Source: an optimization exercise on an open RTL-to-GDS flow (aim: small area, a short achievable clock period and few clock cycles per item). Production flows keep margins and buffers that such runs may drop.
In this exercise RTL edits were held to simulation tests only and were not proved equivalent to the original.

==> flow/design.v, too long to show whole: its modules and the start of the top module <==
// module hsl_to_rgb_converter: 1842 lines
// module hsl_fa: 4 lines
// module hsl_ha: 4 lines
module hsl_to_rgb_converter #(
    parameter int unsigned FRAC_BITS = hsl2rgb_pkg::FRAC_BITS_DEF
) (
    input  logic             i_clk,
    input  logic             i_rst_n,
    input  logic             i_pix_valid,
    output logic             i_pix_ready,
    input  logic [hsl2rgb_pkg::HUE_W-1:0] i_pix_hue,
    input  logic [hsl2rgb_pkg::SL_W-1:0]  i_pix_saturation,
    input  logic [hsl2rgb_pkg::SL_W-1:0]  i_pix_lightness,
    output logic             o_pix_valid,
    input  logic             o_pix_ready,
    output logic [hsl2rgb_pkg::CH_W-1:0]  o_pix_red,
    output logic [hsl2rgb_pkg::CH_W-1:0]  o_pix_green,
    output logic [hsl2rgb_pkg::CH_W-1:0]  o_pix_blue
);
  // ...
==> flow/run.sh <==
#!/bin/bash
# synth_recipe.tcl (not shown) runs the flow's synth.tcl, then flattens the netlist and writes it again
# the make line also repeats each setting of config.mk as NAME=value (left out here)
make -C /OpenROAD-flow-scripts/flow DESIGN_CONFIG=/design/flow/config.mk WORK_HOME=/design/flow/orfs CLKGATE_MAP_FILE= SYNTH_SCRIPT=/design/flow/synth_recipe.tcl finish
==> flow/config.mk <==
export PLATFORM = sky130hd
export DESIGN_NAME = hsl_to_rgb_converter
export DESIGN_NICKNAME = hsl_to_rgb_converter
export VERILOG_FILES = /design/flow/design.v
export SDC_FILE = /design/flow/constraint.sdc
export NUM_CORES = 4
export LEC_CHECK = 0
export CAP_MARGIN = 20
export CORE_MARGIN = 2
export CORE_UTILIZATION = 45
export PLACE_DENSITY = 0.6
export SETUP_SLACK_MARGIN = 2.5
export SLEW_MARGIN = 20
export SYNTH_HIERARCHICAL = 1
==> flow/constraint.sdc <==
create_clock -name core_clock -period 8.0 [get_ports {i_clk}]
set_input_delay 1.6000 -clock core_clock [delete_from_list [all_inputs] [get_ports {i_clk}]]
set_output_delay 1.6000 -clock core_clock [all_outputs]
set_load 0.01 [all_outputs]
==> impl_metrics.csv, run 1 <==
group,metric,value,unit
setup_path,timing.critical_path.depth,25,
layout,seqAreaFraction,20.7,%
clock_network,cts_tree,"done",
layout,inverters,117,
global_routing,grtUsageTotal,25.7,%
sta,final_hold_viol_count,0,
sta,setup_viol,0,
routing,drt_pass1_iterations,5,
outcome,status,"timing/DRC/antenna clean",
floorplanning,area_of_the_die,52900,um^2
synth,synthMuxAreaShare,0.484,%
clock_network,root_cell_of_the_clock_tree,"sky130_fd_sc_hd__clkbuf_16",
layout,clk_share,2.25,%
synth,share_of_synthesized_registers_carrying_an_async_set_or_reset,0,%
layout,layoutNonFillerInstCount,3105,
layout,dominant-cell-class,"multi-input combinational cells",
layout,clkbuf_count,19,
routing,detailroute.via_count,18381,
layout,final_layout_size_suffix_gt1_share,16.6,%
setup_path,crit_required,8250,ps
routing,met2RoutedLength,31.0,mm
layout,buffers_excl_clock,204,
layout,multi_input_area_share,65.9,%
sta,rsz0062_at_grt,"yes",
clock_network,cts_setup_buffers,43,
layout,postLayoutCellArea,27100,um^2
floorplanning,design.core.area,50300,um^2
sta,fin_worst_skew,20.0,ps
global_routing,grt_util_met1,36.4,%
synth,synthMostInstantiatedCell,"sky130_fd_sc_hd__nor2_1",
placement,dp.cells,2969,
global_routing,antenna_found_initial,1,
setup_path,crit_buf_inv,3,
layout,syn2layout_area_growth,18.0,%
floorplanning,fp.dieW,230,um
setup_path,worstSetupStartpoint,"r2_hrc_825$_DFFE_PP_",
setup_path,worstPathMaxFanout,5,
routing,initialDrtViolationCount,1506,
placement,port-buffer-count,67,
synth,synth.lib_cells_used.distinct,99,
sta,fin_setup_tns,0,ps
Testbench counts, summed over its fixed seeds: cycles 32,024, items 32,000.
==> inputs of run 2 (changes only) <==
--- a/flow/config.mk
+++ b/flow/config.mk
@@ -11,3 +11,2 @@
 export PLACE_DENSITY = 0.6
-export SETUP_SLACK_MARGIN = 2.5
 export SLEW_MARGIN = 20
==> impl_metrics.csv, run 2 <==
group,metric,value,unit
clock_network,numClockSinks,188,
clock_network,htreeDepth,4,
synth,yosys.area.top_type_share,24.2,%
global_routing,gr-max-usage-layer,"met2",
synth,synth_seq_cells,188,
synth,seq_area_frac_synth,24.4,%
floorplanning,area_of_the_die,52900,um^2
sta,fin_worst_skew,16.5,ps
setup_path,critPathArrivalTime,6790,ps
synth,synth-edff-count,185,
synth,synth.top_cells.by_area,"sky130_fd_sc_hd__edfxtp_1 (24%), sky130_fd_sc_hd__fa_1 (21%), sky130_fd_sc_hd__ha_1 (11%)",
routing,drt_pass1_iterations,6,
routing,detail_route.drc_violations,0,
sta,timing.final.max_slew_violations,0,
synth,post_synthesis_cell_area,23000,um^2
layout,mostFrequentLayoutCell,"sky130_fd_sc_hd__nor2_1",
floorplanning,starting_density_of_the_core,45.7,%
sta,worst-slew-pin-transition,1140,ps
clock_network,cts.path.max_buffers,2,
sta,min_period,6550,ps
setup_path,timing.reg2reg.worst_path_depth,24,
placement,detailed_place_hpwl,51.2,mm
setup_path,critPathCaptureType,"flop",
global_routing,grt_start_max_net_pins,184,
synth,post-synth-top-area-cell,"sky130_fd_sc_hd__edfxtp_1",
layout,fill_cell_instance_count_of_the_final_layout,4614,
routing,drt-vias-per-instance,5.93,
synth,synthMostInstantiatedCell,"sky130_fd_sc_hd__nor2_1",
min_path,min_path_cells,0,
global_routing,antenna_found_initial,1,
routing,antenna_left,0,
setup_path,crit_required,8240,ps
setup_path,crit_start_category,"flop",
global_routing,grt_overflow,0,
clock_network,cts-resized-gates,0,
clock_network,tritoncts.num_buffers,17,
synth,yosysWarnings,7,
layout,most-common-layout-cells,"sky130_fd_sc_hd__nor2_1 (275), sky130_fd_sc_hd__fa_1 (242), sky130_fd_sc_hd__ha_1 (208)",
global_routing,grt.met2_usage,40.1,%
clock_network,root_cell_of_the_clock_tree,"sky130_fd_sc_hd__clkbuf_16",
layout,antenna_cells_inserted,0,
placement,gp_routability_congestion,0.958,
synth,synth_cells,2302,
setup_path,worstPathMaxFanout,9,
synth,netlist_top_cells_count,"sky130_fd_sc_hd__nor2_1 (275), sky130_fd_sc_hd__fa_1 (242), sky130_fd_sc_hd__ha_1 (208), sky130_fd_sc_hd__xnor2_1 (197), sky130_fd_sc_hd__edfxtp_1 (185)",
floorplanning,fp.dieW,230,um
clock_network,hold_fix_buffers_at_cts,0,
sta,rsz0062_at_grt,"no",
sta,fin_crit_sh,81.9,%
routing,post_drt_wl_per_cell,22.1,um
setup_path,critPathKind,"flop to flop",
sta,timing.fmax,153,MHz
sta,fin_setup_tns,0,ps
synth,postSynthAreaPerCell,9.99,um^2
floorplanning,row_count,82,
synth,synthFlopType,"sky130_fd_sc_hd__edfxtp_1",
placement,dp_slack,1500,ps
global_routing,grt_util_met1,35.3,%
sta,layout_setup_ws,1450,ps
global_routing,grt.met3_usage,5.95,%
floorplanning,io_pins,68,
routing,initialDrtViolationCount,1410,
placement,port-buffer-count,67,
clock_network,cts_tree,"done",
global_routing,grtUsageTotal,25.6,%
min_path,holdCritPathClass,"flop to flop",
floorplanning,floorplan.die.height,230,um
layout,multi_input_comb_area,16600,um^2
clock_network,path_clk_slew,70,ps
clock_network,cts_setup_buffers,0,
clock_network,worstSkewPairLatency,500,ps
synth,synth.lib_cells_used.distinct,99,
layout,final_layout_size_suffix_gt1_share,4.86,%
routing,drt_wl_total,66.2,mm
sta,max_slew_margin,23.5,%
global_routing,grt_pass1_wl,104,mm
synth,share_of_synthesized_registers_carrying_an_async_set_or_reset,0,%
global_routing,grt_pass1_vias,18103,
layout,area.sequential,5620,um^2
sta,setup_viol,0,
floorplanning,design.core.area,50300,um^2
job,max_cap_viol_count,0,
sta,final_hold_viol_count,0,
layout,syn2layout_area_growth,8.72,%
layout,fin_nets,2805,
routing,detailroute.via_count,17782,
outcome,status,"timing/DRC/antenna clean",
==> run 2: changes by cell type in the layout (fill, tap and decap cells not counted), sizes merged <==
| cell | change |
|---|---|
| clkbuf | -1 |
| clkdlybuf4s15 | -1 |
| clkinvlp | -2 |
| clkdlybuf4s50 | +2 |
| clkinv | -1 |
| buf | -105 |
| inv | +2 |
| dlygate4sd2 | -1 |
==> run 2: cell families (layout without fill, tap and decap cells) <==
kind of cell / Yosys count / after routing / share of synthesized area [%]
mux: 11 / 11 / 0.484
fa+ha+maj: 451 / 451 / 32.4
buf+inv: 227 / 246 / 3.79
xor+xnor: 287 / 287 / 11.1
flops: 188 / 188 / 24.4
compound gates: 536 / 536 / 15.5
simple gates: 601 / 601 / 12.3
other cells: 1 / 6 / 0.0163
==> run 2: layer usage <==
layer,up-vias,routed length [um]
li1,8145,-
met5,-,9
met4,2,1590
met2,719,29900
met1,8799,29500
met3,117,5170
==> run 2: critical path, cell delays in order, from the launching register on <==
cell and delay, ps:
sky130_fd_sc_hd__edfxtp_1 370, sky130_fd_sc_hd__ha_1 470, sky130_fd_sc_hd__and4_1 340, sky130_fd_sc_hd__nand4b_1 130
sky130_fd_sc_hd__a211oi_1 370, sky130_fd_sc_hd__nor3_1 130, sky130_fd_sc_hd__o21ai_1 240, sky130_fd_sc_hd__a221o_1 220
sky130_fd_sc_hd__a31oi_1 110, sky130_fd_sc_hd__xnor2_1 680, sky130_fd_sc_hd__ha_1 370, sky130_fd_sc_hd__o21ai_0 80
sky130_fd_sc_hd__nand2b_1 80, sky130_fd_sc_hd__a2111oi_0 490, sky130_fd_sc_hd__o221ai_1 210, sky130_fd_sc_hd__o2bb2ai_1 180
sky130_fd_sc_hd__maj3_2 200, sky130_fd_sc_hd__o31ai_2 60, sky130_fd_sc_hd__a211o_1 280, sky130_fd_sc_hd__ha_1 230
sky130_fd_sc_hd__and4b_1 270, sky130_fd_sc_hd__o211ai_2 120, sky130_fd_sc_hd__xor2_1 270, sky130_fd_sc_hd__a21oi_1 70
sky130_fd_sc_hd__a311o_1 320
==> run 2: area by class of cell <==
| cell class | instances | share of cell area, % |
|---|---|---|
| Multi-Input combinational cell | 1892 | 66.3 |
| Sequential cell | 188 | 22.5 |
| Timing Repair Buffer | 98 | 3.66 |
| Tap cell | 672 | 3.36 |
| Inverter | 116 | 1.74 |
| Clock buffer | 19 | 1.73 |
| Clock inverter | 13 | 0.721 |
==> run 2: Yosys stat by module (local to each module, per instance) <==
| module | cell area, um^2 | cells inside | copies in the design |
|---|---|---|---|
| hsl_to_rgb_converter | 17600 | 2014 | 1 |
| hsl_fa | 20.0 | 1 | 240 |
| hsl_ha | 12.5 | 1 | 48 |
==> run 2: stage by stage <==
stage / instance area, um^2 / instances / hold WS, ps / util, %
6_report: 25000 / 2998 / 421 / 49.7
5_1_grt: 25000 / 2998 / 428 / 49.7
3_3_place_gp: 24400 / 2966 / 408 / 48.5
2_1_floorplan: 23000 / 2307 / 400 / -
4_1_cts: 25000 / 2998 / 424 / 49.7
3_5_place_dp: 24400 / 2966 / 407 / 48.5
==> run 2: worst paths after layout <==
path	from	slack, ps	endpoint
max	r2_hrs_800$_DFFE_PP_	1450	r_blu[6]$_DFFE_PP_
min	r1_y_36_860$_DFFE_PP_	420	r2_y_36_861$_DFFE_PP_
max reg2reg	r2_hrs_800$_DFFE_PP_	1450	r_blu[6]$_DFFE_PP_
min reg2reg	r1_y_36_860$_DFFE_PP_	420	r2_y_36_861$_DFFE_PP_

[re-timing with driven ports]
Ports are ideal in the flow. The routed layouts listed here were re-timed in OpenROAD. Step 1 sets driving cells, clkbuf_16 on the clock port and buf_2 on the other inputs (assumed; they add their load-dependent delay and slew). Step 2 adds t to the input delays and takes it off the output delays; t is the mean of the earliest and latest rising clock arrival at the registers after step 1. Input paths then give back, and output paths get back, about the clock's delay inside the block. Three values: ideal, step 1, step 2; two values: the first two.
| run | t (ns) | slack for setup (ns) | clock arrival spread, ns | worst slew at a driven data input, ns | pins driven straight from the clock port |
|---|---|---|---|---|---|
| run 1 | 0.544 | 2.282 / 2.282 / 2.207 | 0.020 / 0.020 | 0.03 | 1 |
| run 2 | 0.549 | 1.451 / 1.451 / 1.451 | 0.019 / 0.018 | 0.05 | 1 |
After both steps every run listed still meets setup and hold. For run 1, which loses most, drivers alone change the setup slack by 0.000 ns; drivers and shift together by -0.075 ns.
